Source: an optimization exercise on an open RTL-to-GDS flow (aim: small area). Production flows keep margins and buffers that such runs may drop. Only simulation tests tie the RTL to the original design; equivalence was not proved. Power figures rest on the tool's default switching activity, not on a simulated workload.

run 1:
// isb_top
module isb_top (
    input  logic            clk,
    input  logic            rst_i,
    input  logic            access_v_i,
    input  isb_pkg::pc_t    access_pc_i,
    input  isb_pkg::paddr_t access_addr_i,
    output logic            prefetch_v_o,
    output isb_pkg::paddr_t prefetch_addr_o
);
    logic [3:0]  tu_valid;
    logic [15:0] tu_pc [4];
    logic [15:0] tu_last [4];
    logic [3:0]  c_hit;          
    logic [4:0]  c_sa [4];       
    logic        dup [4][4];
    logic        xdup [4][4];
    logic        l01, l02, l03, l12, l13, l23;
    logic [3:0]  pc_match;
    logic [3:0]  idx_eq;         
    logic [3:0]  addr_eq;        
    logic [3:0]  victim;
    logic [3:0]  use_oh;
    logic        tu_hit;
    logic [15:0] last;
    logic [3:0]  dup_h;          
    logic [3:0]  xdup_h;         
    logic        ia_eq_ib;
    always_comb begin
        for (int i = 0; i < 4; i++) begin
            pc_match[i] = tu_valid[i] && tu_pc[i] == access_pc_i;
            idx_eq[i] = tu_last[i][4:0] == access_addr_i[4:0];
            addr_eq[i] = idx_eq[i] && tu_last[i][15:5] == access_addr_i[15:5];
        end
    end
    assign tu_hit = |pc_match;
    assign victim[0] = l01 & l02 & l03;
    assign victim[1] = ~l01 & l12 & l13;
    assign victim[2] = ~l02 & ~l12 & l23;
    assign victim[3] = ~l03 & ~l13 & ~l23;
    assign use_oh = tu_hit ? pc_match : victim;
    always_comb begin
        last = '0;
        a_hit = 1'b0;
        a_sa = '0;
        ia_eq_ib = 1'b0;
        for (int i = 0; i < 4; i++) begin
            last = last | (tu_last[i] & {16{pc_match[i]}});
            a_hit = a_hit | (c_hit[i] & pc_match[i]);
            a_sa = a_sa | (c_sa[i] & {5{pc_match[i]}});
            ia_eq_ib = ia_eq_ib | (idx_eq[i] & pc_match[i]);
        end
        for (int i = 0; i < 4; i++) begin
            dup_h[i] = 1'b0;
            xdup_h[i] = 1'b0;
            for (int j = 0; j < 4; j++) begin
                if (j != i) begin
                    dup_h[i] = dup_h[i] | (dup[i][j] & pc_match[j]);
                    xdup_h[i] = xdup_h[i] | (xdup[i][j] & pc_match[j]);
                end
            end
        end
    end
    always_ff @(posedge clk) begin
        if (rst_i) begin
            tu_valid <= '0;
            {l01, l02, l03, l12, l13, l23} <= 6'b111111;
        end else if (access_v_i) begin
            tu_valid <= tu_valid | use_oh;
  ...
For scale: about 52 I/O pins, ~53000 sq um of cells after synthesis.
clock: 10.0 ns
lec_check: 0
cap_margin: 20
core_margin: 2
core_utilization: 65
place_density: 0.75
slew_margin: 20
cts_args: -sink_clustering_enable -repair_clock_nets -dont_use_dummy_load -buf_list sky130_fd_sc_hd__clkbuf_8 -sink_clustering_size 14 -sink_clustering_max_diameter 60
buffer_ports_args: -buffer_cell sky130_fd_sc_hd__buf_1
gpl_keep_overflow: 0
standard.sh (not shown) runs the stock make flow with config.mk's settings and CLKGATE_MAP_FILE= SYNTH_SCRIPT=/design/flow/synth_recipe.tcl, a recipe that flattens the netlist after the stock synthesis.
==> flow/flow/run.sh <==
#!/bin/bash
set -euo pipefail
cat >> config.mk <<'EOC'
export CTS_ARGS = -sink_clustering_enable -repair_clock_nets -dont_use_dummy_load -buf_list sky130_fd_sc_hd__clkbuf_8 -sink_clustering_size 14 -sink_clustering_max_diameter 60
export BUFFER_PORTS_ARGS = -buffer_cell sky130_fd_sc_hd__buf_1
export GPL_KEEP_OVERFLOW = 0
EOC
bash standard.sh > standard.log 2>&1
Run 1 | status: complete | timing, DRC, antenna: pass
> inputs changed (run 1 -> run 2)
# run 1
export LEC_CHECK = 0
export CAP_MARGIN = 20
export CORE_MARGIN = 2
export CORE_UTILIZATION = 65
export PLACE_DENSITY = 0.75
export SLEW_MARGIN = 20
export CTS_ARGS = -sink_clustering_enable -repair_clock_nets -dont_use_dummy_load -buf_list sky130_fd_sc_hd__clkbuf_8 -sink_clustering_size 14 -sink_clustering_max_diameter 60
export BUFFER_PORTS_ARGS = -buffer_cell sky130_fd_sc_hd__buf_1
export GPL_KEEP_OVERFLOW = 0
create_clock -name core_clock -period 10.0 [get_ports {clk}]
# run 2
export LEC_CHECK = 0
export CAP_MARGIN = 20
export CORE_MARGIN = 2
export CORE_UTILIZATION = 65
export PLACE_DENSITY = 0.75
export SLEW_MARGIN = 20
export CTS_ARGS = -sink_clustering_enable -repair_clock_nets -dont_use_dummy_load -buf_list sky130_fd_sc_hd__clkbuf_8 -sink_clustering_size 16 -sink_clustering_max_diameter 55
export BUFFER_PORTS_ARGS = -buffer_cell sky130_fd_sc_hd__buf_1
create_clock -name core_clock -period 10.0 [get_ports {clk}]
==> flow/flow/run.sh <==
#!/bin/bash
set -euo pipefail
cat >> config.mk <<'EOC'
export CTS_ARGS = -sink_clustering_enable -repair_clock_nets -dont_use_dummy_load -buf_list sky130_fd_sc_hd__clkbuf_8 -sink_clustering_size 16 -sink_clustering_max_diameter 55
export BUFFER_PORTS_ARGS = -buffer_cell sky130_fd_sc_hd__buf_1
EOC
bash standard.sh > standard.log 2>&1
--- outcome ---
Run 2: full flow OK, the timing, DRC and antenna checks passed
The number of signal-net buffers in the layout in run 1 is 0.866 times that in run 2.
Count of nets after finishing came out higher on run 2 than on run 1.
Looking at setup slack of the critical path after layout across run 1 and run 2, the one that comes out higher is run 2.
Run 1 → run 2: detailed route wirelength on metal3 rose by 4.5%; clock-pin transition on the worst setup and hold timing paths shows no meaningful change.
The headroom to the max-slew limit in run 2 was higher than what run 1 gave.
Compared run 2 vs run 1, and final critical delay including setup and external delays is down in run 2.
Run 1 → run 2: global-route wire length before repair rose by 3.5%, sequential share of power stayed essentially flat.
Of run 1 and run 2, the lower met2 global-route usage belongs to run 1.
#### Input delta (run 3 over run 2)
# run 2
export LEC_CHECK = 0
export CAP_MARGIN = 20
export CORE_MARGIN = 2
export CORE_UTILIZATION = 65
export PLACE_DENSITY = 0.75
export SLEW_MARGIN = 20
export CTS_ARGS = -sink_clustering_enable -repair_clock_nets -dont_use_dummy_load -buf_list sky130_fd_sc_hd__clkbuf_8 -sink_clustering_size 16 -sink_clustering_max_diameter 55
export BUFFER_PORTS_ARGS = -buffer_cell sky130_fd_sc_hd__buf_1
create_clock -name core_clock -period 10.0 [get_ports {clk}]
# run 3
export LEC_CHECK = 0
export CAP_MARGIN = 20
export CORE_MARGIN = 2
export CORE_UTILIZATION = 65
export PLACE_DENSITY = 0.75
export SLEW_MARGIN = 20
export CTS_ARGS = -sink_clustering_enable -repair_clock_nets -dont_use_dummy_load -buf_list sky130_fd_sc_hd__clkbuf_8 -sink_clustering_size 16 -sink_clustering_max_diameter 45
export BUFFER_PORTS_ARGS = -buffer_cell sky130_fd_sc_hd__buf_1
create_clock -name core_clock -period 10.0 [get_ports {clk}]
==> flow/flow/run.sh <==
#!/bin/bash
set -euo pipefail
cat >> config.mk <<'EOC'
export CTS_ARGS = -sink_clustering_enable -repair_clock_nets -dont_use_dummy_load -buf_list sky130_fd_sc_hd__clkbuf_8 -sink_clustering_size 16 -sink_clustering_max_diameter 45
export BUFFER_PORTS_ARGS = -buffer_cell sky130_fd_sc_hd__buf_1
EOC
bash standard.sh > standard.log 2>&1
### Flow results
Wire length reported by the detailed router sits higher in run 3 than in run 2. On run 3: layout overhead on the synthesized area is 0.78 points higher than what run 2 gave. Run 2 vs run 3, endpoint of the most critical setup path: ps_sa[17][3] vs ps_tag[17][4]. Setup slack, run 2 and run 3: higher on run 2. Per the comparison of run 3 with run 2, number of nets with antenna violations after routing neither gained nor lost much, sum of internal, switching and leakage power now sits higher.

---

Setup of v26:
Another version of the RTL of isb_top (not shown whole).
For scale: about 54000 µm² of cells after synthesis.
==> flow/config.mk <==
export PLATFORM = sky130hd
export DESIGN_NAME = isb_top
export DESIGN_NICKNAME = isb_top
export VERILOG_FILES = /design/flow/design.v
export SDC_FILE = /design/flow/constraint.sdc
export NUM_CORES = 4
export LEC_CHECK = 0
export CAP_MARGIN = 0
export CORE_MARGIN = 2
export CORE_UTILIZATION = 40
export CTS_BUF_LIST = sky130_fd_sc_hd__clkbuf_8
export SLEW_MARGIN = 0
==> flow/constraint.sdc <==
create_clock -name core_clock -period 10.0 [get_ports {clk}]
set_input_delay 2.0000 -clock core_clock [delete_from_list [all_inputs] [get_ports {clk}]]
set_output_delay 2.0000 -clock core_clock [all_outputs]
set_load 0.01 [all_outputs]
run.sh (not shown) runs the stock make flow with config.mk's settings and CLKGATE_MAP_FILE= SYNTH_SCRIPT=/design/flow/synth_recipe.tcl, a recipe that flattens the netlist after the stock synthesis.
Stock flow here: none of the scripts above is used.
v26 was carried through to the last stage, and its layout satisfied the timing, DRC and antenna checks.
diff inputs: v26 => v56
- CAP_MARGIN now 20, was 0
- SLEW_MARGIN now 20, was 0
- CTS_BUF_LIST no longer set, was sky130_fd_sc_hd__clkbuf_8
==> comparison <==
Across v26 and v56, the outcome is the same: a clean finish for every run.
For v56, the uppermost metal layer occupied by signal nets was met5, unlike v26, where it was met4.
Going from v26 to v56, clock network power consumption went up 17%; utilization after layout went up 0.46 points; via density per instance went up 0.75%; post-route worst setup slack went down 0.15 ns.
Relative to v26, power share of the combinational group has gone down in v56.
Measured against each other, v26 and v56 differ in net switching power of the design, the higher figure coming from v56.
For v20, these inputs were changed with respect to v56:
- CTS_ARGS newly set to -sink_clustering_enable -repair_clock_nets -buf_list sky130_fd_sc_hd__clkbuf_8 -dont_use_dummy_load -sink_buffer_max_cap_derate 0.05
- PLACE_DENSITY newly set to 0.75
- CORE_UTILIZATION changed from 40 to 65
==> flow/flow/run.sh (new file) <==
#!/bin/bash
set -euo pipefail
cat >> config.mk <<'EOC'
export CTS_ARGS = -sink_clustering_enable -repair_clock_nets -buf_list sky130_fd_sc_hd__clkbuf_8 -dont_use_dummy_load -sink_buffer_max_cap_derate 0.05
EOC
bash standard.sh > standard.log 2>&1
==> flow/standard.sh (new file) <==
#!/bin/bash
# synth_recipe.tcl (not shown) runs the flow's synth.tcl, then flattens the netlist and writes it again
# the make line also repeats each setting of config.mk as NAME=value (left out here)
make -C /OpenROAD-flow-scripts/flow DESIGN_CONFIG=/design/flow/config.mk WORK_HOME=/design/flow/orfs CLKGATE_MAP_FILE= SYNTH_SCRIPT=/design/flow/synth_recipe.tcl "${@:-finish}"
removed: flow/run.sh
==> comparison <==
There was hardly any difference in fraction of final layout cells sized beyond drive strength 1 between v56 and v20.
Summary of v20 over v56: routed wire length dropped 2.6%; maximum clock frequency dropped 3.0 MHz; met3 wire length climbed about 17%.
Diff v56 -> v20: antenna cell count now larger, sequential share of cell area climbed 3.0 points, total routing usage reported by global routing higher, path length in cells of the critical path higher, end-of-flow core utilization increased 26 points.
Every stage of the flow completed for v20, and the final layout passed the timing, DRC and antenna checks.
What v3 does differently from v20 at the input level:
- putting CTS_BUF_LIST at sky130_fd_sc_hd__clkbuf_4 where nothing was set
- clearing PLACE_DENSITY, which used to be 0.75
- swapping 65 for 40 in CORE_UTILIZATION
- clearing CTS_ARGS, which used to be -sink_clustering_enable -repair_clock_nets -buf_list sky130_fd_sc_hd__clkbuf_8 -dont_use_dummy_load -sink_buffer_max_cap_derate 0.05
==> flow/run.sh (new file) <==
#!/bin/bash
# synth_recipe.tcl (not shown) runs the flow's synth.tcl, then flattens the netlist and writes it again
# the make line also repeats each setting of config.mk as NAME=value (left out here)
make -C /OpenROAD-flow-scripts/flow DESIGN_CONFIG=/design/flow/config.mk WORK_HOME=/design/flow/orfs CLKGATE_MAP_FILE= SYNTH_SCRIPT=/design/flow/synth_recipe.tcl finish
removed: flow/flow/run.sh
removed: flow/standard.sh
Notes after the runs:
- Changes observed in v3 relative to v20: switching fraction of total power went up 1.2 points; sum of internal, switching and leakage power climbed about 10%; via count level; worst hold slack across all endpoints decreased by 0.0045 ns relative to the old numbers; starting utilization of the core area now sits lower.
- v3 vs v20: area growth from synthesis to final layout up in v3
- Across both runs, sequential share of layout area was lower for v3 than for v20.
- When v3 is measured against v20, its total wire length turns out 7500 µm higher.
- [compare] base=v20 new=v3: power per unit of standard cell area moved up; slack of the critical path moved up; number of clock buffers in the layout moved up.

---

isb_top again, from the RTL that the note above started with.
// isb_top
module isb_top (
    input  logic            clk,
    input  logic            rst_i,
    input  logic            access_v_i,
    input  isb_pkg::pc_t    access_pc_i,
    input  isb_pkg::paddr_t access_addr_i,
    output logic            prefetch_v_o,
    output isb_pkg::paddr_t prefetch_addr_o
);
Settings: LEC_CHECK=0, CAP_MARGIN=20, CORE_MARGIN=2, CORE_UTILIZATION=40, SLEW_MARGIN=20, CTS_ARGS=-sink_clustering_enable -repair_clock_nets -buf_list sky130_fd_sc_hd__clkbuf_8 -dont_use_dummy_load; clock period 10.0 ns.
standard.sh (not shown) runs the stock make flow with config.mk's settings and CLKGATE_MAP_FILE= SYNTH_SCRIPT=/design/flow/synth_recipe.tcl, a recipe that flattens the netlist after the stock synthesis.
==> flow/flow/run.sh <==
#!/bin/bash
set -euo pipefail
cat >> config.mk <<'EOC'
export CTS_ARGS = -sink_clustering_enable -repair_clock_nets -buf_list sky130_fd_sc_hd__clkbuf_8 -dont_use_dummy_load
EOC
bash standard.sh > standard.log 2>&1
The starting point finished with timing, DRC and antenna clean.
Change:
==> flow/flow/run.sh (replaced) <==
#!/bin/bash
set -euo pipefail
cat >> config.mk <<'EOC'
export CTS_ARGS = -sink_clustering_enable -repair_clock_nets -buf_list sky130_fd_sc_hd__clkbuf_8 -dont_use_dummy_load -sink_buffer_max_cap_derate 0.2
EOC
bash standard.sh > standard.log 2>&1
Settings changed: CORE_UTILIZATION 40 to 65, CTS_ARGS -sink_clustering_enable -repair_clock_nets -buf_list sky130_fd_sc_hd__clkbuf_8 -dont_use_dummy_load to -sink_clustering_enable -repair_clock_nets -buf_list sky130_fd_sc_hd__clkbuf_8 -dont_use_dummy_load -sink_buffer_max_cap_derate 0.2, PLACE_DENSITY set to 0.75.
Combinational power fell by a few percent. Count of clock-buffer cells in the layout fell by 12. First-iteration DRC count rose by roughly a tenth. Wire length fell by a few percent. Die area fell by well over a third. Global-route usage rose by 16 points. Power fell by a few percent. Setup slack loses 0.28 ns.
Change:
==> flow/run.sh (new file) <==
#!/bin/bash
# synth_recipe.tcl (not shown) runs the flow's synth.tcl, then flattens the netlist and writes it again
# the make line also repeats each setting of config.mk as NAME=value (left out here)
make -C /OpenROAD-flow-scripts/flow DESIGN_CONFIG=/design/flow/config.mk WORK_HOME=/design/flow/orfs CLKGATE_MAP_FILE= SYNTH_SCRIPT=/design/flow/synth_recipe.tcl finish
Settings changed: CORE_UTILIZATION 65 to 40, CTS_ARGS -sink_clustering_enable -repair_clock_nets -buf_list sky130_fd_sc_hd__clkbuf_8 -dont_use_dummy_load -sink_buffer_max_cap_derate 0.2 to unset, CTS_BUF_LIST set to sky130_fd_sc_hd__clkbuf_8, CTS_CLUSTER_SIZE set to 30, PLACE_DENSITY 0.75 to unset.
removed: flow/flow/run.sh
removed: flow/standard.sh
=>
- count of clock-buffer cells in the layout is higher by 28
- total power came out higher by 8.8%
- non-clock buffer count rises by 25
- cell count went up by 18%
- sequential power barely changes
- cell area increases by 4.1%
- global-route usage shrinks by 16 points
- wire length grows by 3.6%

---

RTL: one of the versions met above, not the one the previous note started from.
Size: ~3,600 cells after synthesis, about 1,300 flip-flops, ~52 I/O pins, roughly 0.053 mm2 of cells after synthesis.
==> flow/config.mk <==
export PLATFORM = sky130hd
export DESIGN_NAME = isb_top
export DESIGN_NICKNAME = isb_top
export VERILOG_FILES = /design/flow/design.v
export SDC_FILE = /design/flow/constraint.sdc
export NUM_CORES = 4
export LEC_CHECK = 0
export CAP_MARGIN = 20
export CORE_MARGIN = 2
export CORE_UTILIZATION = 75
export PLACE_DENSITY = 0.85
export SLEW_MARGIN = 20
export CTS_ARGS = -sink_clustering_enable -repair_clock_nets -dont_use_dummy_load -buf_list sky130_fd_sc_hd__clkbuf_8 -sink_clustering_size 14 -sink_clustering_max_diameter 60
export BUFFER_PORTS_ARGS = -buffer_cell sky130_fd_sc_hd__buf_1
==> flow/constraint.sdc <==
create_clock -name core_clock -period 10.0 [get_ports {clk}]
set_input_delay 2.0000 -clock core_clock [delete_from_list [all_inputs] [get_ports {clk}]]
set_output_delay 2.0000 -clock core_clock [all_outputs]
set_load 0.01 [all_outputs]
==> flow/flow/run.sh <==
#!/bin/bash
set -euo pipefail
cat >> config.mk <<'EOC'
export CTS_ARGS = -sink_clustering_enable -repair_clock_nets -dont_use_dummy_load -buf_list sky130_fd_sc_hd__clkbuf_8 -sink_clustering_size 14 -sink_clustering_max_diameter 60
export BUFFER_PORTS_ARGS = -buffer_cell sky130_fd_sc_hd__buf_1
EOC
bash standard.sh > standard.log 2>&1
Change:
--- a/flow/config.mk
+++ b/flow/config.mk
@@ -8,6 +8,6 @@
 export CAP_MARGIN = 20
 export CORE_MARGIN = 2
-export CORE_UTILIZATION = 75
-export PLACE_DENSITY = 0.85
+export CORE_UTILIZATION = 65
+export PLACE_DENSITY = 0.75
 export SLEW_MARGIN = 20
 export CTS_ARGS = -sink_clustering_enable -repair_clock_nets -dont_use_dummy_load -buf_list sky130_fd_sc_hd__clkbuf_8 -sink_clustering_size 14 -sink_clustering_max_diameter 60
Wire length went down by 4.3%.
Synthesized cell count stays the same.
Setup slack improved by 430 ps.
Change:
==> flow/flow/run.sh (replaced) <==
#!/bin/bash
set -euo pipefail
cat >> config.mk <<'EOC'
export CTS_ARGS = -sink_clustering_enable -repair_clock_nets -buf_list sky130_fd_sc_hd__clkbuf_8 -dont_use_dummy_load -sink_buffer_max_cap_derate 0.05
export BUFFER_PORTS_ARGS = -buffer_cell sky130_fd_sc_hd__buf_1
EOC
bash standard.sh > standard.log 2>&1
--- a/flow/config.mk
+++ b/flow/config.mk
@@ -11,4 +11,4 @@
 export PLACE_DENSITY = 0.75
 export SLEW_MARGIN = 20
-export CTS_ARGS = -sink_clustering_enable -repair_clock_nets -dont_use_dummy_load -buf_list sky130_fd_sc_hd__clkbuf_8 -sink_clustering_size 14 -sink_clustering_max_diameter 60
+export CTS_ARGS = -sink_clustering_enable -repair_clock_nets -buf_list sky130_fd_sc_hd__clkbuf_8 -dont_use_dummy_load -sink_buffer_max_cap_derate 0.05
 export BUFFER_PORTS_ARGS = -buffer_cell sky130_fd_sc_hd__buf_1
Sequential power barely changes.
Die area is unchanged.
Cell area grows by a few percent.
Worst setup slack improves by 31 ps.
Non-clock buffer count does not change.
Sequential share of layout area is lower by 1.4 points.
Synthesized cell count stays the same.
Clock power climbs by well over a third.
Combinational power stays flat.

what the ideal ports hide:
How much do the figures lean on ideal ports? The routed layouts below were timed once more, with nothing changed but the port constraints. Step 1 assumes that a clkbuf_16 drives the clock port and a buf_2 every other input. Step 2 times the ports against the registers' clock, not the clock port: input delays grow and output delays shrink by t, the midpoint of the rising clock arrivals with the driver on. a / b / c = ideal ports / drivers / drivers and shift; a / b = the first two.
| run | shift t [ns] | slack for setup (ns) | latest minus earliest clock arrival (ns) |
|---|---|---|---|
| run 1 | 0.802 | 0.586 / 0.620 / -0.183 | 0.115 / 0.115 |
| run 2 | 0.801 | 1.626 / 1.650 / 0.849 | 0.142 / 0.142 |
| run 3 | 0.864 | 1.601 / 1.627 / 0.763 | 0.127 / 0.127 |
| v26 | 1.042 | 1.776 / 1.832 / 0.790 | 0.099 / 0.099 |
| v56 | 0.860 | 1.621 / 1.680 / 0.820 | 0.094 / 0.094 |
| v20 | 0.925 | 1.402 / 1.443 / 0.517 | 0.099 / 0.099 |
| v3 | 1.329 | 1.993 / 2.041 / 0.712 | 0.145 / 0.145 |
| the first run of note 3 | 0.969 | 1.682 / 1.732 / 0.763 | 0.173 / 0.172 |
| the second run of note 3 | 0.925 | 1.402 / 1.443 / 0.517 | 0.099 / 0.099 |
| the third run of note 3 | 1.006 | 1.790 / 1.850 / 0.844 | 0.096 / 0.096 |
| the first run of note 4 | 0.855 | 1.221 / 1.255 / 0.401 | 0.151 / 0.151 |
| the second run of note 4 | 0.846 | 1.647 / 1.673 / 0.827 | 0.143 / 0.144 |
| the third run of note 4 | 0.898 | 1.678 / 1.704 / 0.806 | 0.164 / 0.164 |
With both steps, setup timing fails in run 1, where it was met with ideal ports. The setup slack of v3, which loses most, moves by +0.048 ns with the drivers and by -1.281 ns with both steps.
